This is an optimization exercise on Yosys and OpenROAD, whose aim is small area, a short achievable clock period and few clock cycles per item, not a production implementation. At most, simulation tests tie the RTL to the original design; equivalence was not proved. Function not checked in run 2: the RTL went through the layout flow alone.

==> flow/design.v, too long to show whole: its modules and the start of the top module <==
// module rmvs_mac: 1048 lines
// module rmvs_front: 38 lines
// module rmvs_mid: 115 lines
// module rmvs_back: 114 lines
// module running_mean_variance_stats_top: 118 lines
module running_mean_variance_stats_top (
  input  wire logic                                    clk,
  input  wire logic                                    rst,
  input  wire logic                                    in_valid,
  output logic                                         in_stall,
  input  wire logic                                    cmd,
  input  wire logic signed [rmvs_pkg::SAMPLE_BITS-1:0] sample,
  output logic                                         out_valid,
  input  wire logic                                    out_stall,
  output logic [rmvs_pkg::COUNT_BITS-1:0]              sample_count,
  output logic signed [rmvs_pkg::TOTAL_BITS-1:0]       total,
  output logic signed [rmvs_pkg::SAMPLE_BITS-1:0]      smallest,
  output logic signed [rmvs_pkg::SAMPLE_BITS-1:0]      largest,
  output logic signed [rmvs_pkg::MEAN_BITS-1:0]        mean_q8,
  output logic [rmvs_pkg::VAR_BITS-1:0]                variance_q8,
  output logic [rmvs_pkg::STD_BITS-1:0]                std_dev_q8,
  output logic                                         has_data,
  output logic                                         variance_valid,
  output logic                                         count_saturated
);
  // ...
==> flow/run.sh <==
#!/bin/bash
# synth_recipe.tcl (not shown) runs the flow's synth.tcl, then flattens the netlist and writes it again
# the make line also repeats each setting of config.mk as NAME=value (left out here)
make -C /OpenROAD-flow-scripts/flow DESIGN_CONFIG=/design/flow/config.mk WORK_HOME=/design/flow/orfs CLKGATE_MAP_FILE= SYNTH_SCRIPT=/design/flow/synth_recipe.tcl finish
==> flow/config.mk <==
export PLATFORM = sky130hd
export DESIGN_NAME = running_mean_variance_stats_top
export DESIGN_NICKNAME = running_mean_variance_stats_top
export VERILOG_FILES = /design/flow/design.v
export SDC_FILE = /design/flow/constraint.sdc
export NUM_CORES = 4
export LEC_CHECK = 0
export CAP_MARGIN = 20
export CORE_MARGIN = 2
export CORE_UTILIZATION = 40
export SLEW_MARGIN = 20
==> flow/constraint.sdc <==
create_clock -name core_clock -period 9.5 [get_ports {clk}]
set_input_delay 1.9000 -clock core_clock [delete_from_list [all_inputs] [get_ports {clk}]]
set_output_delay 1.9000 -clock core_clock [all_outputs]
set_load 0.01 [all_outputs]
==> results_dict.tcl, run 1 <==
set metrics [dict create \
    endpoint "u_mid.dr[4]$_DFFE_PP_" \
    area_delta_synth_final_pct 12.74 \
    dpl_cell_area_um2 55220 \
    layout.non_clock_buffers 320 \
    dp_slack_ns -0.08314 \
    grt_pass1_vias 43260 \
    cts_setup_buffers 2 \
    crit_path_start_kind "flip-flop" \
    ctsLongestPathBuffers 3 \
    clock_latency_ns 0.65 \
    synthAdderAreaFrac 0.1992 \
    antenna_cells 3 \
    reg2reg_setup_slack_ns 0.43 \
    status "complete, no violations" \
    met3_length_um 10690 \
    finalHoldViolCount 0 \
    synth_area_leaders "edfxtp_1 17%, dfxtp_1 11%, fa_1 11%" \
    synthCells 5931 \
    grt_use_total 0.2600 \
    async_reset_ff_frac 0 \
    synth-compound-area-share 0.1854 \
    place_hpwl_um 133700 \
    synth_nets 6602 \
    end_kind "flip-flop" \
    slowest_stage "or4_1" \
    multi_input_area_share 0.5839 \
    crit_cells 36 \
    synth-seq-cells 580 \
    hp-start "u_front.lo[10]$_SDFFE_PP1P_" \
    design.seq.count 580 \
    grt_max_degree 97 \
    cp_num_buf_inv 6 \
    cts_root_buffer "clkbuf_16" \
]
Testbench counts, summed over its fixed seeds: cycles 62,512, items 4,800.
==> module rmvs_mid, before the edit <==
module rmvs_mid (
  input  wire logic                clk,
  input  wire logic                adv,
  input  wire logic                add,
  input  wire logic signed [15:0]  sample,
  input  wire logic [3:0]          ph,
  input  wire logic [15:0]         n,
  input  wire logic signed [31:0]  sum,
  input  wire logic [47:0]         s2,
  output logic                     s2_wr,
  output logic [47:0]              s2_nx,
  output logic [31:0]              rem,
  output logic [31:0]              dlo,
  output logic [31:0]              den,
  output logic [23:0]              mq
);
  logic p0, p2, p4, p7;
  logic acc_wr, acc_shift, base_acc, vdiv, mdiv;
  always_ff @(posedge clk) begin
    if (adv) begin
      p0 <= 1'b1; p2 <= 1'b0; p4 <= 1'b0; p7 <= 1'b0;
      acc_wr <= 1'b0; acc_shift <= 1'b0; base_acc <= 1'b0;
      vdiv <= 1'b0; mdiv <= 1'b1;
    end else begin
      p0        <= 1'b0;
      p2        <= (ph == 4'd1);
      p4        <= (ph == 4'd3);
      p7        <= (ph == 4'd6);
      acc_wr    <= (ph <= 4'd5);
      acc_shift <= (ph == 4'd1 || ph == 4'd3);
      base_acc  <= (ph >= 4'd1 && ph <= 4'd5);
      vdiv      <= (ph >= 4'd7 && ph <= 4'd10);
      mdiv      <= (ph <= 4'd6);
    end
  end
  logic [17:0] ma;
  logic [16:0] mb;
  logic [17:0] ma_nx;
  logic [16:0] mb_nx;
  logic [36:0] msum;
  always_comb begin
    case (ph)
      4'd0: begin ma_nx = {2'b0, n};                         mb_nx = {1'b0, msum[15:0]};    end
      4'd1: begin ma_nx = 18'(-{2'b0, sum[15:0]});           mb_nx = {1'b0, sum[15:0]};     end
      4'd2: begin ma_nx = {2'b0, n};                         mb_nx = {1'b0, s2[31:16]};     end
      4'd3: begin ma_nx = 18'(-{sum[31], sum[31:16], 1'b0}); mb_nx = {1'b0, sum[15:0]};     end
      4'd4: begin ma_nx = {2'b0, n};                         mb_nx = {1'b0, s2[47:32]};     end
      4'd5: begin ma_nx = 18'(-{{2{sum[31]}}, sum[31:16]});  mb_nx = {sum[31], sum[31:16]}; end
      4'd6: begin ma_nx = {2'b0, n};                         mb_nx = {1'b0, n - 1'b1};      end
      default: begin ma_nx = '0;                             mb_nx = '0;                    end
    endcase
    if (adv) begin
      ma_nx = add ? {{2{sample[15]}}, sample} : '0;
      mb_nx = {sample[15], sample};
    end
  end
  always_ff @(posedge clk) begin
    ma <= ma_nx;
    mb <= mb_nx;
  end
  logic [36:0] acc;
  logic [36:0] base;
  assign base = ({37{p0}} & {1'b0, s2[35:0]}) | ({37{base_acc}} & acc);
  rmvs_mac u_mac (
    .ma   (ma),
    .mb   (mb),
    .base (base),
    .sum  (msum)
  );
  logic [11:0] s2_hi_inc;
  assign s2_hi_inc = s2[47:36] + 1'b1;
  assign s2_wr = p0;
  assign s2_nx = {msum[36] ? s2_hi_inc : s2[47:36], msum[35:0]};
  logic [31:0] dr;
  logic [31:0] dd;
  logic [31:0] amag;
  logic [2:0]  dv_b;
  logic [2:0]  dv_q;
  logic [31:0] rr [4];
  assign amag = sum[31] ? 32'(-sum) : 32'(sum);
  assign dv_b = vdiv ? dlo[31:29] : mq[23:21];
  always_comb begin
    rr[0] = dr;
    for (int i = 0; i < 3; i++) begin
      logic [32:0] t;
      logic        b;
      t = {rr[i], dv_b[2-i]};
      b = (t >= {1'b0, dd});
      rr[i+1] = b ? 32'(t - {1'b0, dd}) : t[31:0];
      dv_q[2-i] = b;
    end
  end
  always_ff @(posedge clk) begin
    if (acc_wr) acc <= acc_shift ? {{16{msum[36]}}, msum[36:16]} : msum;
    if (p2) dlo[15:0]  <= msum[15:0];
    if (p4) dlo[31:16] <= msum[15:0];
    if (p7) dlo <= {dlo[30:0], 1'b0};
    else if (vdiv) dlo <= {dlo[28:0], dv_q};
    if (adv) begin
      dr <= {16'h0, amag[31:16]};
      mq <= {amag[15:0], 8'h00};
      dd <= {16'h0, n[15:1], n[0] | (n == '0)};
    end else begin
      if (p7) begin
        dr <= {acc[30:0], dlo[31]};
        dd <= {msum[31:1], msum[0] | (n[15:1] == '0)};
      end else if (mdiv || vdiv) begin
        dr <= rr[3];
      end
      if (mdiv || p7) mq <= {mq[20:0], dv_q};
    end
  end
  assign rem = dr;
  assign den = dd;
endmodule
==> module rmvs_back, before the edit <==
module rmvs_back (
  input  wire logic                clk,
  input  wire logic                adv,
  input  wire logic [3:0]          ph,
  input  wire logic [15:0]         n_in,
  input  wire logic signed [31:0]  sum_in,
  input  wire logic signed [15:0]  lo_in,
  input  wire logic signed [15:0]  hi_in,
  input  wire logic                ovf_in,
  input  wire logic [23:0]         mq_in,
  input  wire logic [31:0]         rem_in,
  input  wire logic [31:0]         dlo_in,
  input  wire logic [31:0]         den_in,
  output logic [15:0]              sample_count,
  output logic signed [31:0]       total,
  output logic signed [15:0]       smallest,
  output logic signed [15:0]       largest,
  output logic signed [23:0]       mean_q8,
  output logic [38:0]              variance_q8,
  output logic [23:0]              std_dev_q8,
  output logic                     has_data,
  output logic                     variance_valid,
  output logic                     count_saturated
);
  always_ff @(posedge clk) begin
    if (adv) begin
      sample_count    <= n_in;
      total           <= sum_in;
      smallest        <= lo_in;
      largest         <= hi_in;
      count_saturated <= ovf_in;
    end
  end
  assign mean_q8 = total[31] ? 24'(-mq_in) : mq_in;
  assign has_data       = (sample_count != '0);
  assign variance_valid = (sample_count[15:1] != '0);
  logic       vdv;      
  logic       sqv;      
  logic [9:0] wsel;     
  always_ff @(posedge clk) begin
    if (adv) begin
      vdv  <= 1'b1;
      sqv  <= 1'b1;
      wsel <= 10'd1;
    end else begin
      vdv  <= (ph <= 4'd7);
      sqv  <= (ph <= 4'd10);
      wsel <= {wsel[8:0], 1'b0};
    end
  end
  logic [31:0] den;
  logic [31:0] rem;
  logic [38:0] qd;
  logic [31:0] vr [4];
  logic [38:0] vq [4];
  always_comb begin
    vr[0] = rem;
    vq[0] = qd;
    for (int i = 0; i < 3; i++) begin
      logic [32:0] t;
      logic        b;
      t = {vr[i], vq[i][38]};
      b = (t >= {1'b0, den});
      vr[i+1] = b ? 32'(t - {1'b0, den}) : t[31:0];
      vq[i+1] = {vq[i][37:0], b};
    end
  end
  always_ff @(posedge clk) begin
    if (adv) begin
      den <= den_in;
      rem <= rem_in;
      qd  <= {dlo_in[31:13], 8'h00, dlo_in[11:0]};
    end else if (vdv) begin
      rem <= vr[3];
      qd  <= vq[3];
    end
  end
  assign variance_q8 = qd;
  logic [23:0] root;
  logic [24:0] srem;
  logic [3:0]  win;
  logic [23:0] sroot [3];
  logic [24:0] sr    [3];
  always_comb begin
    win = '0;
    for (int c = 0; c < 10; c++) begin
      win = win | ({4{wsel[c]}} & qd[12-c -: 4]);
    end
  end
  always_comb begin
    sroot[0] = root;
    sr[0]    = srem;
    for (int i = 0; i < 2; i++) begin
      logic [26:0] a;
      logic [26:0] t;
      logic        b;
      a = {sr[i], win[3-2*i -: 2]};
      t = {1'b0, sroot[i], 2'b01};
      b = (a >= t);
      sr[i+1]    = b ? 25'(a - t) : a[24:0];
      sroot[i+1] = {sroot[i][22:0], b};
    end
  end
  always_ff @(posedge clk) begin
    if (adv) begin
      root <= '0;
      srem <= '0;
    end else if (sqv) begin
      root <= sroot[2];
      srem <= sr[2];
    end
  end
  assign std_dev_q8 = root;
endmodule
==> module running_mean_variance_stats_top, before the edit <==
module running_mean_variance_stats_top (
  input  wire logic                                    clk,
  input  wire logic                                    rst,
  input  wire logic                                    in_valid,
  output logic                                         in_stall,
  input  wire logic                                    cmd,
  input  wire logic signed [rmvs_pkg::SAMPLE_BITS-1:0] sample,
  output logic                                         out_valid,
  input  wire logic                                    out_stall,
  output logic [rmvs_pkg::COUNT_BITS-1:0]              sample_count,
  output logic signed [rmvs_pkg::TOTAL_BITS-1:0]       total,
  output logic signed [rmvs_pkg::SAMPLE_BITS-1:0]      smallest,
  output logic signed [rmvs_pkg::SAMPLE_BITS-1:0]      largest,
  output logic signed [rmvs_pkg::MEAN_BITS-1:0]        mean_q8,
  output logic [rmvs_pkg::VAR_BITS-1:0]                variance_q8,
  output logic [rmvs_pkg::STD_BITS-1:0]                std_dev_q8,
  output logic                                         has_data,
  output logic                                         variance_valid,
  output logic                                         count_saturated
);
  localparam logic [3:0] PH_LAST = 4'(rmvs_pkg::EPOCH - 1);
  logic [3:0] ph;
  logic       last;
  logic       adv;
  logic       take;
  logic       add;
  logic       m_vld;
  logic       v_vld;
  assign last      = (ph == PH_LAST);
  assign out_valid = last & v_vld;
  assign adv       = last & ~(v_vld & out_stall);
  assign in_stall  = ~adv;
  assign take      = adv & in_valid;
  always_ff @(posedge clk) begin
    if (rst) begin
      ph    <= PH_LAST;
      m_vld <= 1'b0;
      v_vld <= 1'b0;
    end else begin
      if (adv) begin
        ph    <= '0;
        m_vld <= take;
        v_vld <= m_vld;
      end else if (!last) begin
        ph <= ph + 1'b1;
      end
    end
  end
  logic [15:0]        n;
  logic signed [31:0] sum;
  logic [47:0]        s2;
  logic signed [15:0] lo;
  logic signed [15:0] hi;
  logic               ovf;
  logic               s2_wr;
  logic [47:0]        s2_nx;
  logic [31:0]        rem;
  logic [31:0]        dlo;
  logic [31:0]        den;
  logic [23:0]        mq;
  assign add = take & ~cmd & (n != rmvs_pkg::COUNT_FULL);
  rmvs_front u_front (
    .clk          (clk),
    .rst          (rst),
    .take         (take),
    .add          (add),
    .cmd          (cmd),
    .sample       (sample),
    .n            (n),
    .sum          (sum),
    .s2           (s2),
    .lo           (lo),
    .hi           (hi),
    .ovf          (ovf),
    .s2_wr        (s2_wr),
    .s2_nx        (s2_nx)
  );
  rmvs_mid u_mid (
    .clk          (clk),
    .adv          (adv),
    .add          (add),
    .sample       (sample),
    .ph           (ph),
    .n            (n),
    .sum          (sum),
    .s2           (s2),
    .s2_wr        (s2_wr),
    .s2_nx        (s2_nx),
    .rem          (rem),
    .dlo          (dlo),
    .den          (den),
    .mq           (mq)
  );
  rmvs_back u_back (
    .clk             (clk),
    .adv             (adv),
    .ph              (ph),
    .n_in            (n),
    .sum_in          (sum),
    .lo_in           (lo),
    .hi_in           (hi),
    .ovf_in          (ovf),
    .mq_in           (mq),
    .rem_in          (rem),
    .dlo_in          (dlo),
    .den_in          (den),
    .sample_count    (sample_count),
    .total           (total),
    .smallest        (smallest),
    .largest         (largest),
    .mean_q8         (mean_q8),
    .variance_q8     (variance_q8),
    .std_dev_q8      (std_dev_q8),
    .has_data        (has_data),
    .variance_valid  (variance_valid),
    .count_saturated (count_saturated)
  );
endmodule
==> inputs of run 2 (changes only) <==
--- a/flow/design.v
+++ b/flow/design.v
@@ -7,10 +7,7 @@
   localparam int MEAN_BITS   = 24;
   localparam int VAR_BITS    = 39;
   localparam int STD_BITS    = 24;
-  localparam int EPOCH       = 13;
-  localparam int PH_BITS     = 4;
-  localparam int VSTEPS      = 4;
-  localparam int VQ_BITS     = 40;
+  localparam int EPOCH       = 9;
   localparam logic signed [SAMPLE_BITS-1:0] SAMPLE_MAX = 16'sh7fff;
   localparam logic signed [SAMPLE_BITS-1:0] SAMPLE_MIN = 16'sh8000;
   localparam logic [COUNT_BITS-1:0]         COUNT_FULL = 16'hffff;
@@ -1116,18 +1113,16 @@
   input  wire logic [47:0]         s2,
   output logic                     s2_wr,
   output logic [47:0]              s2_nx,
-  output logic [31:0]              rem,
+  output logic [31:0]              d_hi,
   output logic [31:0]              dlo,
-  output logic [31:0]              den,
-  output logic [23:0]              mq
+  output logic [31:0]              den
 );
   logic p0, p2, p4, p7;
-  logic acc_wr, acc_shift, base_acc, vdiv, mdiv;
+  logic acc_wr, acc_shift, base_acc;
   always_ff @(posedge clk) begin
     if (adv) begin
       p0 <= 1'b1; p2 <= 1'b0; p4 <= 1'b0; p7 <= 1'b0;
       acc_wr <= 1'b0; acc_shift <= 1'b0; base_acc <= 1'b0;
-      vdiv <= 1'b0; mdiv <= 1'b1;
     end else begin
       p0        <= 1'b0;
       p2        <= (ph == 4'd1);
@@ -1136,8 +1131,6 @@
       acc_wr    <= (ph <= 4'd5);
       acc_shift <= (ph == 4'd1 || ph == 4'd3);
       base_acc  <= (ph >= 4'd1 && ph <= 4'd5);
-      vdiv      <= (ph >= 4'd7 && ph <= 4'd10);
-      mdiv      <= (ph <= 4'd6);
     end
   end
   logic [17:0] ma;
@@ -1178,50 +1171,39 @@
   assign s2_hi_inc = s2[47:36] + 1'b1;
   assign s2_wr = p0;
   assign s2_nx = {msum[36] ? s2_hi_inc : s2[47:36], msum[35:0]};
-  logic [31:0] dr;
-  logic [31:0] dd;
-  logic [31:0] amag;
-  logic [2:0]  dv_b;
-  logic [2:0]  dv_q;
-  logic [31:0] rr [4];
-  assign amag = sum[31] ? 32'(-sum) : 32'(sum);
-  assign dv_b = vdiv ? dlo[31:29] : mq[23:21];
-  always_comb begin
-    rr[0] = dr;
-    for (int i = 0; i < 3; i++) begin
-      logic [32:0] t;
-      logic        b;
-      t = {rr[i], dv_b[2-i]};
-      b = (t >= {1'b0, dd});
-      rr[i+1] = b ? 32'(t - {1'b0, dd}) : t[31:0];
-      dv_q[2-i] = b;
-    end
-  end
   always_ff @(posedge clk) begin
     if (acc_wr) acc <= acc_shift ? {{16{msum[36]}}, msum[36:16]} : msum;
     if (p2) dlo[15:0]  <= msum[15:0];
     if (p4) dlo[31:16] <= msum[15:0];
-    if (p7) dlo <= {dlo[30:0], 1'b0};
-    else if (vdiv) dlo <= {dlo[28:0], dv_q};
-    if (adv) begin
-      dr <= {16'h0, amag[31:16]};
-      mq <= {amag[15:0], 8'h00};
-      dd <= {16'h0, n[15:1], n[0] | (n == '0)};
-    end else begin
-      if (p7) begin
-        dr <= {acc[30:0], dlo[31]};
-        dd <= {msum[31:1], msum[0] | (n[15:1] == '0)};
-      end else if (mdiv || vdiv) begin
-        dr <= rr[3];
-      end
-      if (mdiv || p7) mq <= {mq[20:0], dv_q};
-    end
+    if (p7) den <= {msum[31:1], msum[0] | (n[15:1] == '0)};
   end
-  assign rem = dr;
-  assign den = dd;
+  assign d_hi = acc[31:0];
 endmodule
 `default_nettype wire
 `default_nettype none
+module rmvs_div3 #(
+  parameter int W = 32
+) (
+  input  wire logic [W-1:0] r_in,
+  input  wire logic [2:0]   b_in,
+  input  wire logic [W-1:0] d,
+  output logic [W-1:0]      r_out,
+  output logic [2:0]        q
+);
+  logic [W-1:0] rr [4];
+  always_comb begin
+    rr[0] = r_in;
+    for (int i = 0; i < 3; i++) begin
+      logic [W:0] t;
+      logic       b;
+      t = {rr[i], b_in[2-i]};
+      b = (t >= {1'b0, d});
+      rr[i+1] = b ? W'(t - {1'b0, d}) : t[W-1:0];
+      q[2-i] = b;
+    end
+  end
+  assign r_out = rr[3];
+endmodule
 module rmvs_back (
   input  wire logic                clk,
   input  wire logic                adv,
@@ -1231,8 +1213,7 @@
   input  wire logic signed [15:0]  lo_in,
   input  wire logic signed [15:0]  hi_in,
   input  wire logic                ovf_in,
-  input  wire logic [23:0]         mq_in,
-  input  wire logic [31:0]         rem_in,
+  input  wire logic [31:0]         d_hi,
   input  wire logic [31:0]         dlo_in,
   input  wire logic [31:0]         den_in,
   output logic [15:0]              sample_count,
@@ -1246,79 +1227,126 @@
   output logic                     variance_valid,
   output logic                     count_saturated
 );
+  logic       d1v;      
+  logic       d2v;      
+  logic [7:0] wsel;     
   always_ff @(posedge clk) begin
     if (adv) begin
-      sample_count    <= n_in;
-      total           <= sum_in;
-      smallest        <= lo_in;
-      largest         <= hi_in;
-      count_saturated <= ovf_in;
+      d1v  <= 1'b1;
+      d2v  <= 1'b1;
+      wsel <= 8'd1;
+    end else begin
+      d1v  <= (ph <= 4'd6);
+      d2v  <= (ph <= 4'd3);
+      wsel <= {wsel[6:0], 1'b0};
     end
   end
-  assign mean_q8 = total[31] ? 24'(-mq_in) : mq_in;
-  assign has_data       = (sample_count != '0);
-  assign variance_valid = (sample_count[15:1] != '0);
-  logic       vdv;      
-  logic       sqv;      
-  logic [9:0] wsel;     
+  logic [15:0]        n1;
+  logic signed [31:0] sum1;
+  logic signed [15:0] lo1;
+  logic signed [15:0] hi1;
+  logic               ovf1;
+  logic [31:0]        den1;
+  logic [31:0]        rem1;
+  logic [38:0]        qd1;      
+  logic [31:0]        rem1_nx;
+  logic [2:0]         q1;
+  rmvs_div3 #(.W(32)) u_div1 (
+    .r_in  (rem1),
+    .b_in  (qd1[38:36]),
+    .d     (den1),
+    .r_out (rem1_nx),
+    .q     (q1)
+  );
   always_ff @(posedge clk) begin
     if (adv) begin
-      vdv  <= 1'b1;
-      sqv  <= 1'b1;
-      wsel <= 10'd1;
-    end else begin
-      vdv  <= (ph <= 4'd7);
-      sqv  <= (ph <= 4'd10);
-      wsel <= {wsel[8:0], 1'b0};
+      n1   <= n_in;
+      sum1 <= sum_in;
+      lo1  <= lo_in;
+      hi1  <= hi_in;
+      ovf1 <= ovf_in;
+      den1 <= den_in;
+      rem1 <= {d_hi[30:0], dlo_in[31]};       
+      qd1  <= {dlo_in[30:0], 8'h00};          
+    end else if (d1v) begin
+      rem1 <= rem1_nx;
+      qd1  <= {qd1[35:0], q1};
     end
   end
-  logic [31:0] den;
-  logic [31:0] rem;
-  logic [38:0] qd;
-  logic [31:0] vr [4];
-  logic [38:0] vq [4];
-  always_comb begin
-    vr[0] = rem;
-    vq[0] = qd;
-    for (int i = 0; i < 3; i++) begin
-      logic [32:0] t;
-      logic        b;
-      t = {vr[i], vq[i][38]};
-      b = (t >= {1'b0, den});
-      vr[i+1] = b ? 32'(t - {1'b0, den}) : t[31:0];
-      vq[i+1] = {vq[i][37:0], b};
+  logic [31:0] den2;
+  logic [31:0] rem2;
+  logic [38:0] qd2;
+  logic [31:0] rem2_nx;
+  logic [2:0]  q2;
+  rmvs_div3 #(.W(32)) u_div2 (
+    .r_in  (rem2),
+    .b_in  (qd2[38:36]),
+    .d     (den2),
+    .r_out (rem2_nx),
+    .q     (q2)
+  );
+  always_ff @(posedge clk) begin
+    if (adv) begin
+      sample_count    <= n1;
+      total           <= sum1;
+      smallest        <= lo1;
+      largest         <= hi1;
+      count_saturated <= ovf1;
+      den2            <= den1;
+      rem2            <= rem1;
+      qd2             <= qd1;
+    end else if (d2v) begin
+      rem2 <= rem2_nx;
+      qd2  <= {qd2[35:0], q2};
     end
   end
+  assign has_data       = (sample_count != '0);
+  assign variance_valid = (sample_count[15:1] != '0);
+  assign variance_q8    = qd2;
+  logic [31:0] amag1;
+  logic [15:0] ndiv;
+  logic [15:0] mrem;
+  logic [23:0] mq;
+  logic [15:0] mrem_nx;
+  logic [2:0]  mqb;
+  assign amag1 = sum1[31] ? 32'(-sum1) : 32'(sum1);
+  assign ndiv  = {sample_count[15:1], sample_count[0] | (sample_count == '0)};
+  rmvs_div3 #(.W(16)) u_mdiv (
+    .r_in  (mrem),
+    .b_in  (mq[23:21]),
+    .d     (ndiv),
+    .r_out (mrem_nx),
+    .q     (mqb)
+  );
   always_ff @(posedge clk) begin
     if (adv) begin
-      den <= den_in;
-      rem <= rem_in;
-      qd  <= {dlo_in[31:13], 8'h00, dlo_in[11:0]};
-    end else if (vdv) begin
-      rem <= vr[3];
-      qd  <= vq[3];
+      mrem <= amag1[31:16];
+      mq   <= {amag1[15:0], 8'h00};
+    end else if (wsel != '0) begin
+      mrem <= mrem_nx;
+      mq   <= {mq[20:0], mqb};
     end
   end
-  assign variance_q8 = qd;
+  assign mean_q8 = total[31] ? 24'(-mq) : mq;
   logic [23:0] root;
   logic [24:0] srem;
-  logic [3:0]  win;
-  logic [23:0] sroot [3];
-  logic [24:0] sr    [3];
+  logic [5:0]  win;
+  logic [23:0] sroot [4];
+  logic [24:0] sr    [4];
   always_comb begin
-    win = '0;
-    for (int c = 0; c < 10; c++) begin
-      win = win | ({4{wsel[c]}} & qd[12-c -: 4]);
+    win = {6{wsel[6]}} & {qd2[3:0], 2'b00};
+    for (int c = 0; c < 6; c++) begin
+      win = win | ({6{wsel[c]}} & qd2[24-3*c -: 6]);
     end
   end
   always_comb begin
     sroot[0] = root;
     sr[0]    = srem;
-    for (int i = 0; i < 2; i++) begin
+    for (int i = 0; i < 3; i++) begin
       logic [26:0] a;
       logic [26:0] t;
       logic        b;
-      a = {sr[i], win[3-2*i -: 2]};
+      a = {sr[i], win[5-2*i -: 2]};
       t = {1'b0, sroot[i], 2'b01};
       b = (a >= t);
       sr[i+1]    = b ? 25'(a - t) : a[24:0];
@@ -1329,9 +1357,9 @@
     if (adv) begin
       root <= '0;
       srem <= '0;
-    end else if (sqv) begin
-      root <= sroot[2];
-      srem <= sr[2];
+    end else if (wsel != '0) begin
+      root <= sroot[3];
+      srem <= sr[3];
     end
   end
   assign std_dev_q8 = root;
@@ -1365,22 +1393,25 @@
   logic       take;
   logic       add;
   logic       m_vld;
-  logic       v_vld;
+  logic       v1_vld;
+  logic       v2_vld;
   assign last      = (ph == PH_LAST);
-  assign out_valid = last & v_vld;
-  assign adv       = last & ~(v_vld & out_stall);
+  assign out_valid = last & v2_vld;
+  assign adv       = last & ~(v2_vld & out_stall);
   assign in_stall  = ~adv;
   assign take      = adv & in_valid;
   always_ff @(posedge clk) begin
     if (rst) begin
-      ph    <= PH_LAST;
-      m_vld <= 1'b0;
-      v_vld <= 1'b0;
+      ph     <= PH_LAST;
+      m_vld  <= 1'b0;
+      v1_vld <= 1'b0;
+      v2_vld <= 1'b0;
     end else begin
       if (adv) begin
-        ph    <= '0;
-        m_vld <= take;
-        v_vld <= m_vld;
+        ph     <= '0;
+        m_vld  <= take;
+        v1_vld <= m_vld;
+        v2_vld <= v1_vld;
       end else if (!last) begin
         ph <= ph + 1'b1;
       end
@@ -1394,10 +1425,9 @@
   logic               ovf;
   logic               s2_wr;
   logic [47:0]        s2_nx;
-  logic [31:0]        rem;
+  logic [31:0]        d_hi;
   logic [31:0]        dlo;
   logic [31:0]        den;
-  logic [23:0]        mq;
   assign add = take & ~cmd & (n != rmvs_pkg::COUNT_FULL);
   rmvs_front u_front (
     .clk          (clk),
@@ -1406,14 +1436,14 @@
     .add          (add),
     .cmd          (cmd),
     .sample       (sample),
+    .s2_wr        (s2_wr),
+    .s2_nx        (s2_nx),
     .n            (n),
     .sum          (sum),
     .s2           (s2),
     .lo           (lo),
     .hi           (hi),
-    .ovf          (ovf),
-    .s2_wr        (s2_wr),
-    .s2_nx        (s2_nx)
+    .ovf          (ovf)
   );
   rmvs_mid u_mid (
     .clk          (clk),
@@ -1426,10 +1456,9 @@
     .s2           (s2),
     .s2_wr        (s2_wr),
     .s2_nx        (s2_nx),
-    .rem          (rem),
+    .d_hi         (d_hi),
     .dlo          (dlo),
-    .den          (den),
-    .mq           (mq)
+    .den          (den)
   );
   rmvs_back u_back (
     .clk             (clk),
@@ -1440,8 +1469,7 @@
     .lo_in           (lo),
     .hi_in           (hi),
     .ovf_in          (ovf),
-    .mq_in           (mq),
-    .rem_in          (rem),
+    .d_hi            (d_hi),
     .dlo_in          (dlo),
     .den_in          (den),
     .sample_count    (sample_count),
==> run 2 against run 1 <==
Critical path type unchanged. Critical path depth is 4 higher. Critical endpoint is now u_back.rem1[0]$_DFFE_PP_. Via count grew 16%. Clock skew increased by 0.024 ns.
==> results_dict.tcl, run 2 <==
set metrics [dict create \
    layout-drive-gt1-share 0.1024 \
    synth_area_um2 60720 \
    grt_pass1_wl_um 304600 \
    worst_slew_pin_slew_ns 1.237 \
    ant_nets 0 \
    synth_nets 7438 \
    path_max_fanout 6 \
    synth_flop_cell "edfxtp_1" \
    die_y_um 393.6 \
    status "complete, no violations" \
    yosys_warnings 10 \
    drv_slew 0 \
    yosysSeqAreaShare 0.3269 \
    hold_depth 0 \
    critical_path_arrival_ns 9.80 \
    worst_hold_path.endpoint "u_back.den2[7]$_DFFE_PP_" \
    dp_slack_ns -0.2151 \
    min_period_ns 9.325 \
    clock_latency_ns 0.76 \
    critical_path.max_stage_delay_ns 0.50 \
    cts_made_buffers 89 \
    place_hpwl_um 151100 \
    cts_root_buffer "clkbuf_16" \
    synthCells 6689 \
    synth_top_area_share 0.2438 \
    synth_edf_count 493 \
    post_drt_wl_per_cell_um 21.90 \
    grt_pass1_vias 49930 \
    dieArea_um2 154900 \
    largest_reg_flops 48 \
    cts.reportedPaths.clkPinSlew_ns 0.06 \
    layout_commonest_cell "nand2_1" \
    crit_path_start_kind "flip-flop" \
    rows 142 \
    port_buffers 192 \
    crit_cells 40 \
    ys_top_cells_by_count "813 x nand2_1, 573 x inv_1, 504 x a21oi_1, 493 x edfxtp_1, 446 x ha_1" \
    hp-start "u_back.den1[7]$_DFFE_PP_" \
    first_pass_iters 6 \
    skew_ns 0.07152 \
    grt_max_degree 107 \
    final.setup.tns_ns 0 \
    fin_util 0.4687 \
    drc 0 \
    synth-seq-cells 745 \
    path_class "flip-flop to flip-flop" \
    end_kind "flip-flop" \
    drv_cap 0 \
    hp-class "flip-flop to flip-flop" \
    cp_num_buf_inv 7 \
    viasPerCell 5.672 \
    synth_area_leaders "edfxtp_1 24%, fa_1 9.3%, ha_1 9.2%" \
    synth_most_common_cell "nand2_1" \
    fmax_ghz 0.1072 \
    fin_crit_sh 0.9816 \
    setup_slack_ns 0.1748 \
    syn_avg_cell_area_um2 9.077 \
    grt_antenna_before_repair 9 \
    die_w_um 393.6 \
    wl_um 199900 \
    hold-worst-slack_ns 0.4116 \
    reg2reg_setup_slack_ns 0.17 \
    coreArea_um2 150300 \
    grt_overflow 0 \
    grt_use_total 0.2515 \
    finalSetupViolCount 0 \
    globalplace.congestion 0.9599 \
    start_util 0.4039 \
    synth.distinct_cells 85 \
    yosysTopAreaCell "edfxtp_1" \
    slew-limit-headroom 0.1697 \
    async_reset_ff_frac 0 \
    ff2ff_path_depth 40 \
    cts_hold_buf 0 \
    first_iter_violations 5194 \
    num-nets-final 7784 \
    timing.rr.end "u_back.rem1[0]$_DFFE_PP_" \
    slowest_stage "a2111o_1" \
    vias 51780 \
    r2r_start "u_back.den1[1]$_DFFE_PP_" \
    cts_tree "built" \
    top_register "u_front.s2" \
    clock_sinks 745 \
    critPathTopFamily "compound AO/OA/AOI/OAI gates" \
    cts-htree-levels 3 \
    finalHoldViolCount 0 \
    mostFrequentLayoutCells "809 x nand2_1, 571 x inv_1, 493 x edfxtp_1" \
    largest_registers "u_front.s2 (48), u_back.qd1 (39), u_back.qd2 (39)" \
    pin_count 193 \
    critPathRequiredTime_ns 9.97 \
    ctsLongestPathBuffers 3 \
    area_delta_synth_final_pct 16.03 \
]
==> run 2: cell types whose count changed after synthesis, moves of 37 or more <==
cell,delta
edfxtp_1,+201
ha_1,+75
inv_1,+46
mux2_2,+37
nand2_1,+167
nor3_1,+41
o21ai_0,-68
==> run 2: cells by family after synthesis <==
| group | after synthesis | share of synthesized area |
|---|---|---|
| simple gates | 2154 | 0.1682 |
| compound gates | 1559 | 0.1657 |
| buf+inv | 866 | 0.05570 |
| flops | 745 | 0.3269 |
| fa+ha+maj | 728 | 0.1849 |
| xor+xnor | 408 | 0.05885 |
| mux | 229 | 0.03967 |
==> run 2: worst max-delay path by stage <==
stage	end	slack, ns	from
global placement	u_back.rem1[27]$_DFFE_PP_	-0.16	u_back.den1[1]$_DFFE_PP_
finish	u_back.rem1[0]$_DFFE_PP_	0.17	u_back.den1[1]$_DFFE_PP_
floorplan	u_back.rem1[0]$_DFFE_PP_	-0.07	u_back.den1[1]$_DFFE_PP_
CTS	u_back.rem1[0]$_DFFE_PP_	0.02	u_back.den1[1]$_DFFE_PP_
global route	u_back.rem1[5]$_DFFE_PP_	-0.03	u_back.den1[1]$_DFFE_PP_
detailed placement	u_back.rem1[0]$_DFFE_PP_	-0.22	u_back.rem1[0]$_DFFE_PP_
==> run 2: final cells by class <==
class	count	area, µm²
Clock buffer	116	2505
Tap cell	2016	2522
Antenna cell	1	2.502
Timing Repair Buffer	543	4707
Fill cell	14360	79860
Clock inverter	52	732.0
Sequential cell	745	19850
Multi-Input combinational cell	5079	37960
Inverter	577	2173
==> run 2: routing by layer <==
| layer | vias to the layer above | share of wire | global-route usage |
|---|---|---|---|
| li1 | 24290 | - | - |
| met4 | 6 | 0.036 | 0.08470 |
| met5 | - | 0.00022 | 0 |
| met3 | 405 | 0.071 | 0.03948 |
| met2 | 1828 | 0.44 | 0.3895 |
| met1 | 25260 | 0.45 | 0.3568 |
==> run 2: metrics by stage <==
stage	cell area, µm²	std cells
after floorplan	60730	6689
final	70450	9129
after CTS	70050	9108
after global placement	66540	8924
after global routing	70450	9128
after detailed placement	66550	8924
==> run 2: repair_timing <==
item | CTS | global route
gates cloned | 2 | 2
setup buffers | 14 | 18
setup endpoints to repair | 33 | 96
resized for setup | 30 | 57
pin swaps | 15 | 14
==> inputs of run 3 (changes only) <==
--- a/flow/design.v
+++ b/flow/design.v
@@ -1138,17 +1138,21 @@
   logic [17:0] ma_nx;
   logic [16:0] mb_nx;
   logic [36:0] msum;
+  logic [17:0] ma_sel;
+  logic        ma_neg;
   always_comb begin
+    ma_neg = 1'b0;
     case (ph)
-      4'd0: begin ma_nx = {2'b0, n};                         mb_nx = {1'b0, msum[15:0]};    end
-      4'd1: begin ma_nx = 18'(-{2'b0, sum[15:0]});           mb_nx = {1'b0, sum[15:0]};     end
-      4'd2: begin ma_nx = {2'b0, n};                         mb_nx = {1'b0, s2[31:16]};     end
-      4'd3: begin ma_nx = 18'(-{sum[31], sum[31:16], 1'b0}); mb_nx = {1'b0, sum[15:0]};     end
-      4'd4: begin ma_nx = {2'b0, n};                         mb_nx = {1'b0, s2[47:32]};     end
-      4'd5: begin ma_nx = 18'(-{{2{sum[31]}}, sum[31:16]});  mb_nx = {sum[31], sum[31:16]}; end
-      4'd6: begin ma_nx = {2'b0, n};                         mb_nx = {1'b0, n - 1'b1};      end
-      default: begin ma_nx = '0;                             mb_nx = '0;                    end
+      4'd0: begin ma_sel = {2'b0, n};                       mb_nx = {1'b0, msum[15:0]};    end
+      4'd1: begin ma_sel = {2'b0, sum[15:0]};               mb_nx = {1'b0, sum[15:0]};     ma_neg = 1'b1; end
+      4'd2: begin ma_sel = {2'b0, n};                       mb_nx = {1'b0, s2[31:16]};     end
+      4'd3: begin ma_sel = {sum[31], sum[31:16], 1'b0};     mb_nx = {1'b0, sum[15:0]};     ma_neg = 1'b1; end
+      4'd4: begin ma_sel = {2'b0, n};                       mb_nx = {1'b0, s2[47:32]};     end
+      4'd5: begin ma_sel = {{2{sum[31]}}, sum[31:16]};      mb_nx = {sum[31], sum[31:16]}; ma_neg = 1'b1; end
+      4'd6: begin ma_sel = {2'b0, n};                       mb_nx = {1'b0, n - 1'b1};      end
+      default: begin ma_sel = '0;                           mb_nx = '0;                    end
     endcase
+    ma_nx = ma_neg ? 18'(-ma_sel) : ma_sel;
     if (adv) begin
       ma_nx = add ? {{2{sample[15]}}, sample} : '0;
       mb_nx = {sample[15], sample};
@@ -1228,15 +1232,18 @@
   output logic                     count_saturated
 );
   logic       d1v;      
+  logic       d1last;   
   logic       d2v;      
   logic [7:0] wsel;     
   always_ff @(posedge clk) begin
     if (adv) begin
       d1v  <= 1'b1;
+      d1last <= 1'b0;
       d2v  <= 1'b1;
       wsel <= 8'd1;
     end else begin
       d1v  <= (ph <= 4'd6);
+      d1last <= (ph == 4'd6);
       d2v  <= (ph <= 4'd3);
       wsel <= {wsel[6:0], 1'b0};
     end
@@ -1246,7 +1253,6 @@
   logic signed [15:0] lo1;
   logic signed [15:0] hi1;
   logic               ovf1;
-  logic [31:0]        den1;
   logic [31:0]        rem1;
   logic [38:0]        qd1;      
   logic [31:0]        rem1_nx;
@@ -1254,7 +1260,7 @@
   rmvs_div3 #(.W(32)) u_div1 (
     .r_in  (rem1),
     .b_in  (qd1[38:36]),
-    .d     (den1),
+    .d     (den_in),
     .r_out (rem1_nx),
     .q     (q1)
   );
@@ -1265,7 +1271,6 @@
       lo1  <= lo_in;
       hi1  <= hi_in;
       ovf1 <= ovf_in;
-      den1 <= den_in;
       rem1 <= {d_hi[30:0], dlo_in[31]};       
       qd1  <= {dlo_in[30:0], 8'h00};          
     end else if (d1v) begin
@@ -1286,13 +1291,15 @@
     .q     (q2)
   );
   always_ff @(posedge clk) begin
+    if (d1last) den2 <= den_in;
+  end
+  always_ff @(posedge clk) begin
     if (adv) begin
       sample_count    <= n1;
       total           <= sum1;
       smallest        <= lo1;
       largest         <= hi1;
       count_saturated <= ovf1;
-      den2            <= den1;
       rem2            <= rem1;
       qd2             <= qd1;
     end else if (d2v) begin
==> run 3 against run 2 <==
Via count down 2.4%. Worst hold slack better by 0.0021 ns. Clock skew down 0.0022 ns. Non-clock buffer count down 177. Highest routed layer unchanged. Worst setup slack better by 0.24 ns. Final area down 4.2%. Area after synthesis down 1.8%. Global-route usage up 0.070 points. Still clean. Fmax up 2.6%.
==> results_dict.tcl, run 3 <==
set metrics [dict create \
    post_drt_wl_per_cell_um 22.27 \
    rows 141 \
    globalplace.congestion 0.9854 \
    start_util 0.4035 \
    drv_slew 0 \
    die_y_um 390.2 \
    syn_avg_cell_area_um2 8.957 \
    grt_overflow 0 \
    hp-class "flip-flop to flip-flop" \
    synth_top_area_share 0.2321 \
    ff2ff_path_depth 36 \
    synth_flop_cell "edfxtp_1" \
    fmax_ghz 0.1101 \
    synth_nets 7408 \
    wl_um 196600 \
    hold_depth 0 \
    crit_top_cell "a21oi_1" \
    reg2reg_setup_slack_ns 0.42 \
    worst_hold_path.endpoint "u_back.sample_count[5]$_DFFE_PP_" \
    yosysSeqAreaShare 0.3166 \
    pin_count 193 \
    clock_sinks 713 \
    hold-worst-slack_ns 0.4137 \
    area_delta_synth_final_pct 13.13 \
    slowest_stage "or4_1" \
    clock_latency_ns 0.75 \
    cts_tree "built" \
    cts-htree-levels 3 \
    synth_edf_count 461 \
    busiest_layer "met2" \
    die_w_um 390.2 \
    skew_ns 0.06934 \
    yosysTopAreaCell "edfxtp_1" \
    crit_path_start_kind "flip-flop" \
    layout-drive-gt1-share 0.07496 \
    synth.distinct_cells 88 \
    first_pass_iters 6 \
    drc 0 \
    synth_area_um2 59650 \
    synth_most_common_cell "nand2_1" \
    critical_path.max_stage_delay_ns 0.64 \
    largest_reg_flops 48 \
    cts_root_buffer "clkbuf_16" \
    mostFrequentLayoutCells "872 x nand2_1, 559 x inv_1, 506 x a21oi_1" \
    drv_cap 0 \
    largest_registers "u_front.s2 (48), u_back.qd1 (39), u_back.qd2 (39)" \
    place_hpwl_um 149800 \
    use_met2 0.3931 \
    viasPerCell 5.723 \
    num-nets-final 7574 \
    cts.reportedPaths.clkPinSlew_ns 0.06 \
    final_area_um2 67480 \
    port_buffers 192 \
    grt_pass1_vias 49210 \
    dieArea_um2 152200 \
    ctsLongestPathBuffers 3 \
    grt_max_degree 159 \
    worst_slew_pin_slew_ns 1.274 \
    layout_commonest_cell "nand2_1" \
    ant_nets 0 \
    status "complete, no violations" \
    slew-limit-headroom 0.1480 \
    finalHoldViolCount 0 \
    async_reset_ff_frac 0 \
    cts_made_buffers 84 \
    ys_top_cells_by_count "874 x nand2_1, 563 x inv_1, 512 x a21oi_1, 461 x edfxtp_1, 445 x ha_1" \
    yosys_warnings 10 \
    antenna_cells 0 \
    synth-seq-cells 713 \
    path_max_fanout 9 \
    dpl_cell_area_um2 64240 \
    r2r_start "u_back.qd2[15]$_DFFE_PP_" \
    end_kind "flip-flop" \
    dp_slack_ns -0.01917 \
    critical_path_arrival_ns 9.72 \
    top_register "u_front.s2" \
    hp-start "u_back.n1[5]$_DFFE_PP_" \
    critPathRequiredTime_ns 10.14 \
    grtUsageMet1 0.3532 \
    path_class "flip-flop to flip-flop" \
    finalSetupViolCount 0 \
    first_iter_violations 4536 \
    fin_crit_sh 0.9563 \
    coreArea_um2 147800 \
    grt_pass1_wl_um 296400 \
    setup_slack_ns 0.4153 \
    vias 50520 \
    grt_use_total 0.2522 \
    min_period_ns 9.085 \
    final.setup.tns_ns 0 \
    timing.rr.end "u_back.srem[21]$_SDFFE_PP0N_" \
    grt_antenna_before_repair 2 \
    synthCells 6660 \
    met3_usage 0.03874 \
    synth_area_leaders "edfxtp_1 23%, fa_1 9.5%, ha_1 9.3%" \
]
[run 3: timing repair]
action	4_1_cts	5_1_grt
hold buffers	0	0
pin swaps	0	7
setup buffers	0	13
endpoints found under the setup margin	18	105
gates cloned	0	2
resized for setup	1	46
[run 3: cells by family (layout without fill, tap and decap cells)]
kind of cell	Yosys count	count (layout)	share of synthesized area
buffers and inverters	855	1090	0.05604
multiplexers	226	226	0.03991
AO/OA/AOI/OAI	1601	1603	0.1710
AND/OR/NAND/NOR	2130	2130	0.1685
XOR/XNOR	408	408	0.05990
adder cells (fa/ha/maj)	727	727	0.1880
flip-flops	713	713	0.3166
[run 3: area by class of cell]
class / instances / area [µm²]
clock buffer: 124 / 2437
clock inverter: 33 / 476.7
fill: 14310 / 80360
inverter: 567 / 2142
multi-input combinational: 5094 / 37810
sequential: 713 / 18890
tap: 1930 / 2415
timing repair buffer: 366 / 3309
[run 3: worst max path at each step]
stage	depth (start not counted)	startpoint	slack, ns	end
floorplan	38	u_back.den2[1]$_DFFE_PP_	0.13	u_back.rem2[11]$_DFFE_PP_
global placement	34	u_mid.den[1]$_DFFE_PP_	0.25	u_back.rem1[11]$_DFFE_PP_
detailed placement	34	u_mid.den[1]$_DFFE_PP_	-0.02	u_back.rem1[11]$_DFFE_PP_
CTS	35	u_mid.den[1]$_DFFE_PP_	0.13	u_back.rem1[9]$_DFFE_PP_
global route	38	u_back.den2[5]$_DFFE_PP_	-0.007	u_back.rem2[3]$_DFFE_PP_
finish	36	u_back.qd2[15]$_DFFE_PP_	0.42	u_back.srem[21]$_SDFFE_PP0N_
[run 3: metal layers]
layer | wire length [µm] | vias to the layer above
met1 | 89050 | 24630
met4 | 7686 | 2
met2 | 86580 | 1778
met5 | 13 | -
li1 | - | 23740
met3 | 13230 | 378
[run 3: per-stage QoR]
stage,cells,util
final,8827,0.4565
after global routing,8827,0.4565
after CTS,8812,0.4543
after detailed placement,8655,0.4346
after global placement,8654,0.4343
after floorplan,6660,-
[run 3: worst max-delay path: cells and delay by family (launching register included)]
| family | cells | cell delay [ns] |
|---|---|---|
| xor gates and xnor gates | 1 | 0.08 |
| adders and majority gates | 3 | 0.89 |
| AOI/OAI and AO/OA | 16 | 3.99 |
| DFF | 1 | 0.49 |
| buffers and inverters | 7 | 1.08 |
| muxes | 1 | 0.28 |
| and+or+nand+nor | 8 | 2.19 |
Testbench counts of run 3, summed over its fixed seeds: cycles 43,352, items 4,800.
==> module rmvs_front, before the edit <==
module rmvs_front (
  input  wire logic                clk,
  input  wire logic                rst,
  input  wire logic                take,
  input  wire logic                add,
  input  wire logic                cmd,
  input  wire logic signed [15:0]  sample,
  input  wire logic                s2_wr,
  input  wire logic [47:0]         s2_nx,
  output logic [15:0]              n,
  output logic signed [31:0]       sum,
  output logic [47:0]              s2,
  output logic signed [15:0]       lo,
  output logic signed [15:0]       hi,
  output logic                     ovf
);
  always_ff @(posedge clk) begin
    if (rst || (take && cmd)) begin
      n   <= '0;
      sum <= '0;
      s2  <= '0;
      lo  <= rmvs_pkg::SAMPLE_MAX;
      hi  <= rmvs_pkg::SAMPLE_MIN;
      ovf <= 1'b0;
    end else if (take) begin
      if (add) begin
        n   <= n + 1'b1;
        sum <= sum + 32'(sample);
        if (sample < lo) lo <= sample;
        if (sample > hi) hi <= sample;
      end else begin
        ovf <= 1'b1;
      end
    end else if (s2_wr) begin
      s2  <= s2_nx;
    end
  end
endmodule
==> inputs of run 4 (changes only) <==
--- a/flow/design.v
+++ b/flow/design.v
@@ -1067,6 +1067,7 @@
 module rmvs_front (
   input  wire logic                clk,
   input  wire logic                rst,
+  input  wire logic                adv,
   input  wire logic                take,
   input  wire logic                add,
   input  wire logic                cmd,
@@ -1078,27 +1079,49 @@
   output logic [47:0]              s2,
   output logic signed [15:0]       lo,
   output logic signed [15:0]       hi,
-  output logic                     ovf
+  output logic                     ovf,
+  output logic [15:0]              n_nx,
+  output logic signed [31:0]       sum_nx
 );
+  logic               pclr;     
+  logic               padd;     
+  logic               psat;     
+  logic signed [15:0] px;       
+  assign n_nx   = pclr ? '0 : padd ? n + 1'b1 : n;
+  assign sum_nx = pclr ? '0 : padd ? sum + 32'(px) : sum;
   always_ff @(posedge clk) begin
-    if (rst || (take && cmd)) begin
+    if (rst) begin
+      pclr <= 1'b1;
+      padd <= 1'b0;
+      psat <= 1'b0;
+      px   <= '0;
+    end else if (adv) begin
+      pclr <= take & cmd;
+      padd <= add;
+      psat <= take & ~cmd & ~add;
+      px   <= sample;
+    end
+  end
+  always_ff @(posedge clk) begin
+    if (rst || (adv && pclr)) begin
       n   <= '0;
       sum <= '0;
-      s2  <= '0;
       lo  <= rmvs_pkg::SAMPLE_MAX;
       hi  <= rmvs_pkg::SAMPLE_MIN;
       ovf <= 1'b0;
-    end else if (take) begin
-      if (add) begin
-        n   <= n + 1'b1;
-        sum <= sum + 32'(sample);
-        if (sample < lo) lo <= sample;
-        if (sample > hi) hi <= sample;
-      end else begin
-        ovf <= 1'b1;
-      end
+    end else if (adv) begin
+      n   <= n_nx;
+      sum <= sum_nx;
+      if (padd && px < lo) lo <= px;
+      if (padd && px > hi) hi <= px;
+      if (psat) ovf <= 1'b1;
+    end
+  end
+  always_ff @(posedge clk) begin
+    if (rst || (take && cmd)) begin
+      s2 <= '0;
     end else if (s2_wr) begin
-      s2  <= s2_nx;
+      s2 <= s2_nx;
     end
   end
 endmodule
@@ -1117,17 +1140,16 @@
   output logic [31:0]              dlo,
   output logic [31:0]              den
 );
-  logic p0, p2, p4, p7;
+  logic p0, p2, p4;
   logic acc_wr, acc_shift, base_acc;
   always_ff @(posedge clk) begin
     if (adv) begin
-      p0 <= 1'b1; p2 <= 1'b0; p4 <= 1'b0; p7 <= 1'b0;
+      p0 <= 1'b1; p2 <= 1'b0; p4 <= 1'b0;
       acc_wr <= 1'b0; acc_shift <= 1'b0; base_acc <= 1'b0;
     end else begin
       p0        <= 1'b0;
       p2        <= (ph == 4'd1);
       p4        <= (ph == 4'd3);
-      p7        <= (ph == 4'd6);
       acc_wr    <= (ph <= 4'd5);
       acc_shift <= (ph == 4'd1 || ph == 4'd3);
       base_acc  <= (ph >= 4'd1 && ph <= 4'd5);
@@ -1149,7 +1171,7 @@
       4'd3: begin ma_sel = {sum[31], sum[31:16], 1'b0};     mb_nx = {1'b0, sum[15:0]};     ma_neg = 1'b1; end
       4'd4: begin ma_sel = {2'b0, n};                       mb_nx = {1'b0, s2[47:32]};     end
       4'd5: begin ma_sel = {{2{sum[31]}}, sum[31:16]};      mb_nx = {sum[31], sum[31:16]}; ma_neg = 1'b1; end
-      4'd6: begin ma_sel = {2'b0, n};                       mb_nx = {1'b0, n - 1'b1};      end
+      4'd7, 4'd8: begin ma_sel = {2'b0, n};                 mb_nx = {1'b0, n - 1'b1};      end
       default: begin ma_sel = '0;                           mb_nx = '0;                    end
     endcase
     ma_nx = ma_neg ? 18'(-ma_sel) : ma_sel;
@@ -1179,7 +1201,7 @@
     if (acc_wr) acc <= acc_shift ? {{16{msum[36]}}, msum[36:16]} : msum;
     if (p2) dlo[15:0]  <= msum[15:0];
     if (p4) dlo[31:16] <= msum[15:0];
-    if (p7) den <= {msum[31:1], msum[0] | (n[15:1] == '0)};
+    if (adv) den <= {msum[31:1], msum[0] | (n[15:1] == '0)};
   end
   assign d_hi = acc[31:0];
 endmodule
@@ -1232,27 +1254,19 @@
   output logic                     count_saturated
 );
   logic       d1v;      
-  logic       d1last;   
   logic       d2v;      
   logic [7:0] wsel;     
   always_ff @(posedge clk) begin
     if (adv) begin
       d1v  <= 1'b1;
-      d1last <= 1'b0;
       d2v  <= 1'b1;
       wsel <= 8'd1;
     end else begin
       d1v  <= (ph <= 4'd6);
-      d1last <= (ph == 4'd6);
-      d2v  <= (ph <= 4'd3);
+      d2v  <= (ph <= 4'd4);
       wsel <= {wsel[6:0], 1'b0};
     end
   end
-  logic [15:0]        n1;
-  logic signed [31:0] sum1;
-  logic signed [15:0] lo1;
-  logic signed [15:0] hi1;
-  logic               ovf1;
   logic [31:0]        rem1;
   logic [38:0]        qd1;      
   logic [31:0]        rem1_nx;
@@ -1266,11 +1280,6 @@
   );
   always_ff @(posedge clk) begin
     if (adv) begin
-      n1   <= n_in;
-      sum1 <= sum_in;
-      lo1  <= lo_in;
-      hi1  <= hi_in;
-      ovf1 <= ovf_in;
       rem1 <= {d_hi[30:0], dlo_in[31]};       
       qd1  <= {dlo_in[30:0], 8'h00};          
     end else if (d1v) begin
@@ -1282,29 +1291,33 @@
   logic [31:0] rem2;
   logic [38:0] qd2;
   logic [31:0] rem2_nx;
-  logic [2:0]  q2;
-  rmvs_div3 #(.W(32)) u_div2 (
-    .r_in  (rem2),
-    .b_in  (qd2[38:36]),
-    .d     (den2),
-    .r_out (rem2_nx),
-    .q     (q2)
-  );
-  always_ff @(posedge clk) begin
-    if (d1last) den2 <= den_in;
+  logic [1:0]  q2;
+  always_comb begin
+    logic [31:0] r;
+    r = rem2;
+    for (int i = 0; i < 2; i++) begin
+      logic [32:0] t;
+      logic        b;
+      t = {r, qd2[38-i]};
+      b = (t >= {1'b0, den2});
+      r = b ? 32'(t - {1'b0, den2}) : t[31:0];
+      q2[1-i] = b;
+    end
+    rem2_nx = r;
   end
   always_ff @(posedge clk) begin
     if (adv) begin
-      sample_count    <= n1;
-      total           <= sum1;
-      smallest        <= lo1;
-      largest         <= hi1;
-      count_saturated <= ovf1;
-      rem2            <= rem1;
-      qd2             <= qd1;
+      sample_count    <= n_in;
+      total           <= sum_in;
+      smallest        <= lo_in;
+      largest         <= hi_in;
+      count_saturated <= ovf_in;
+      den2            <= den_in;
+      rem2            <= rem1_nx;
+      qd2             <= {qd1[35:0], q1};
     end else if (d2v) begin
       rem2 <= rem2_nx;
-      qd2  <= {qd2[35:0], q2};
+      qd2  <= {qd2[36:0], q2};
     end
   end
   assign has_data       = (sample_count != '0);
@@ -1316,7 +1329,7 @@
   logic [23:0] mq;
   logic [15:0] mrem_nx;
   logic [2:0]  mqb;
-  assign amag1 = sum1[31] ? 32'(-sum1) : 32'(sum1);
+  assign amag1 = sum_in[31] ? 32'(-sum_in) : 32'(sum_in);
   assign ndiv  = {sample_count[15:1], sample_count[0] | (sample_count == '0)};
   rmvs_div3 #(.W(16)) u_mdiv (
     .r_in  (mrem),
@@ -1343,7 +1356,7 @@
   always_comb begin
     win = {6{wsel[6]}} & {qd2[3:0], 2'b00};
     for (int c = 0; c < 6; c++) begin
-      win = win | ({6{wsel[c]}} & qd2[24-3*c -: 6]);
+      win = win | ({6{wsel[c]}} & qd2[27-4*c -: 6]);
     end
   end
   always_comb begin
@@ -1435,10 +1448,13 @@
   logic [31:0]        d_hi;
   logic [31:0]        dlo;
   logic [31:0]        den;
-  assign add = take & ~cmd & (n != rmvs_pkg::COUNT_FULL);
+  logic [15:0]        n_nx;
+  logic signed [31:0] sum_nx;
+  assign add = take & ~cmd & (n_nx != rmvs_pkg::COUNT_FULL);
   rmvs_front u_front (
     .clk          (clk),
     .rst          (rst),
+    .adv          (adv),
     .take         (take),
     .add          (add),
     .cmd          (cmd),
@@ -1450,7 +1466,9 @@
     .s2           (s2),
     .lo           (lo),
     .hi           (hi),
-    .ovf          (ovf)
+    .ovf          (ovf),
+    .n_nx         (n_nx),
+    .sum_nx       (sum_nx)
   );
   rmvs_mid u_mid (
     .clk          (clk),
@@ -1458,8 +1476,8 @@
     .add          (add),
     .sample       (sample),
     .ph           (ph),
-    .n            (n),
-    .sum          (sum),
+    .n            (n_nx),
+    .sum          (sum_nx),
     .s2           (s2),
     .s2_wr        (s2_wr),
     .s2_nx        (s2_nx),
--- a/flow/config.mk
+++ b/flow/config.mk
@@ -7,5 +7,5 @@
 export LEC_CHECK = 0
 export CAP_MARGIN = 20
 export CORE_MARGIN = 2
-export CORE_UTILIZATION = 40
+export CORE_UTILIZATION = 65
 export SLEW_MARGIN = 20
==> run 4 against run 3 <==
Still clean on timing, DRC and antenna. First-iteration DRC count is 25% higher. Fmax shrank 1.4%. Area after synthesis shrank 3.5%. Die area fell by 40%. Wire length fell by 3.4%. Global-route usage up 16 points. Critical endpoint is now u_back.rem1[8]$_DFFE_PP_. Largest cell class unchanged.
==> results_dict.tcl, run 4 <==
set metrics [dict create \
    status "complete, no violations" \
    seq_area_um2 16820 \
    min_period_ns 9.216 \
    drc 0 \
    path_class "flip-flop to flip-flop" \
    layout-drive-gt1-share 0.06407 \
    final_area_um2 63270 \
    yosysTopAreaCell "edfxtp_1" \
    post_drt_wl_per_cell_um 23.99 \
    crit_top_cell "a21o_1" \
    multi_input_area_um2 37630 \
    dp_slack_ns -0.2279 \
    path_max_fanout 32 \
    cts_root_buffer "clkbuf_16" \
    dieArea_um2 90920 \
    port_buffers 192 \
    clock_sinks 650 \
    pin_count 193 \
    fmax_ghz 0.1085 \
    skew_ns 0.04300 \
    layout_commonest_cell "nand2_1" \
    cts.reportedPaths.clkPinSlew_ns 0.07 \
    hp-class "flip-flop to flip-flop" \
    synth-seq-cells 650 \
    start_util 0.6531 \
    synth_top_area_share 0.1983 \
    slowest_stage "a311o_1" \
    synth_area_leaders "edfxtp_1 20%, fa_1 9.8%, dfxtp_1 9.4%" \
    globalplace.congestion 1.037 \
    drv_cap 0 \
    synth_area_um2 57540 \
    ys_top_cells_by_count "822 x nand2_1, 553 x inv_1, 505 x a21oi_1, 418 x nor2_1, 414 x ha_1" \
    critPathRequiredTime_ns 9.85 \
    hold-worst-slack_ns 0.4301 \
    cts_tree "built" \
    grt_pass1_vias 49250 \
    finalHoldViolCount 0 \
    coreArea_um2 88100 \
    fin_crit_sh 0.9701 \
    dpl_cell_area_um2 60650 \
    nFillCells 6753 \
    num-nets-final 7399 \
    synth_edf_count 380 \
    synth_most_common_cell "nand2_1" \
    vias 51570 \
    end_kind "flip-flop" \
    syn_avg_cell_area_um2 8.716 \
    yosysSeqAreaShare 0.2922 \
    crit_path_start_kind "flip-flop" \
    clock_latency_ns 0.68 \
    critical_path.max_stage_delay_ns 0.42 \
    yosys_warnings 10 \
    synth_nets 7318 \
    ctsLongestPathBuffers 3 \
    final.setup.tns_ns 0 \
    synth_flop_cell "edfxtp_1" \
    first_pass_iters 9 \
    ff2ff_path_depth 33 \
    setup_slack_ns 0.2842 \
    mostFrequentLayoutCells "820 x nand2_1, 552 x inv_1, 500 x a21oi_1" \
    cts_made_buffers 72 \
    slew-limit-headroom 0.2320 \
    fin_util 0.7181 \
    drv_slew 0 \
    largest_reg_flops 48 \
    finalSetupViolCount 0 \
    grt_max_degree 112 \
    ant_nets 0 \
    grt_antenna_before_repair 6 \
    viasPerCell 6.520 \
    grt_use_total 0.4078 \
    async_reset_ff_frac 0 \
    critical_path_arrival_ns 9.57 \
    place_hpwl_um 144000 \
    largest_registers "u_front.s2 (48), u_back.qd1 (39), u_back.qd2 (39)" \
    synth.distinct_cells 97 \
    wl_um 189800 \
    area_delta_synth_final_pct 9.950 \
    first_iter_violations 5678 \
    synthCells 6602 \
    top_register "u_front.s2" \
    worst_slew_pin_slew_ns 1.151 \
    cts-htree-levels 3 \
    grt_pass1_wl_um 286000 \
    grt_overflow 0 \
    rows 109 \
    die_y_um 301.5 \
    die_w_um 301.5 \
    hold_depth 0 \
]
-- run 4: changes by cell type in the layout (fill, tap and decap cells not counted), moves of 15 or more --
cell and change:
o21ai_0 +18, ha_1 -31, nand2_1 -52, edfxtp_1 -81, xnor2_1 -23, a211oi_1 +40
nand4_1 +24, nand3_1 -31, buf_4 -41, dfxtp_1 +19, nor2_1 +60, nor2b_1 +15
nand2b_1 -17, a22oi_1 -18
-- run 4: layout make-up --
class	instances	area share
multi-input cells	5084	0.5948
repair buffers	320	0.04600
clock inverters	39	0.006269
clock buffers	95	0.03089
inverters	555	0.03305
well taps	1165	0.02304
diodes	2	0.00007910
flip-flops and latches	650	0.2659
-- run 4: critical path: cells and delay by family, from the launching register on --
family,cells,cell delay [ns]
multiplexers,3,0.94
AND/OR/NAND/NOR,5,1.33
AO/OA/AOI/OAI,19,4.69
adder cells (fa/ha/maj),3,0.99
buffers and inverters,3,0.57
flip-flops,1,0.38
-- run 4: final timing paths --
check                                   start                            end  slack (ns)
setup / recovery       u_mid.den[6]$_DFFE_PP_       u_back.rem1[8]$_DFFE_PP_        0.28
hold / removal    u_front.lo[12]$_SDFFE_PP1P_  u_back.smallest[12]$_DFFE_PP_        0.43
setup reg to reg       u_mid.den[6]$_DFFE_PP_       u_back.rem1[8]$_DFFE_PP_        0.28
hold reg to reg   u_front.lo[12]$_SDFFE_PP1P_  u_back.smallest[12]$_DFFE_PP_        0.43
-- run 4: stage by stage --
stage	cells
2_1_floorplan	6602
3_3_place_gp	7765
3_5_place_dp	7765
4_1_cts	7899
5_1_grt	7908
6_report	7910
-- run 4: metal layers --
metal / vias up / part of all wire / GRT usage
li1: 23420 / - / -
met1: 24690 / 0.40 / 0.5519
met2: 2892 / 0.44 / 0.6341
met3: 567 / 0.11 / 0.07420
met4: 4 / 0.053 / 0.1947
met5: - / 0.00013 / 0
-- run 4: kinds of logic after synthesis --
| family | after synthesis | synth area share |
|---|---|---|
| DFF | 650 | 0.2922 |
| buffers and inverters | 869 | 0.05919 |
| and+or+nand+nor | 2115 | 0.1742 |
| muxes | 227 | 0.04129 |
| xor gates and xnor gates | 379 | 0.05769 |
| adders and majority gates | 695 | 0.1878 |
| AOI/OAI and AO/OA | 1667 | 0.1876 |
-- run 4: repair_timing --
item                                    CTS  global route
pin swaps                                 1             9
hold buffers                              0             0
resized for setup                         5            35
buffers inserted                          0             7
gates cloned                              0             1
endpoints found under the setup margin   64           109
Testbench counts of run 4, summed over its fixed seeds: cycles 43,352, items 4,800.

-- port drivers added, routing unchanged --
In the flow no input, the clock included, has a driving cell. The finished layouts below were timed again as built, in two steps.
Step 1 sets driving cells, clkbuf_16 on the clock port and buf_2 on the other inputs (assumed; they add their load-dependent delay and slew).
Step 2, shift: input delay + t, output delay - t, t = (earliest + latest rising clock arrival at the registers) / 2. This alone moves slack from input paths to output paths.
a / b / c = no drivers / after step 1 / after step 2; a / b = the first two.
| run | t, ns | slack for setup (ns) | hold WS [ns] | slew at the worst register clock pin (ns) |
|---|---|---|---|---|
| run 1 | 0.710 | 0.429 / 0.429 / 0.429 | 0.431 / 0.431 / 0.431 | 0.07 / 0.07 |
| run 2 | 0.792 | 0.175 / 0.175 / 0.175 | 0.412 / 0.412 / 0.412 | 0.07 / 0.07 |
| run 3 | 0.790 | 0.415 / 0.415 / 0.415 | 0.414 / 0.414 / 0.414 | 0.07 / 0.07 |
| run 4 | 0.738 | 0.284 / 0.284 / 0.284 | 0.430 / 0.430 / 0.430 | 0.07 / 0.07 |
After both steps every run listed still meets setup and hold.
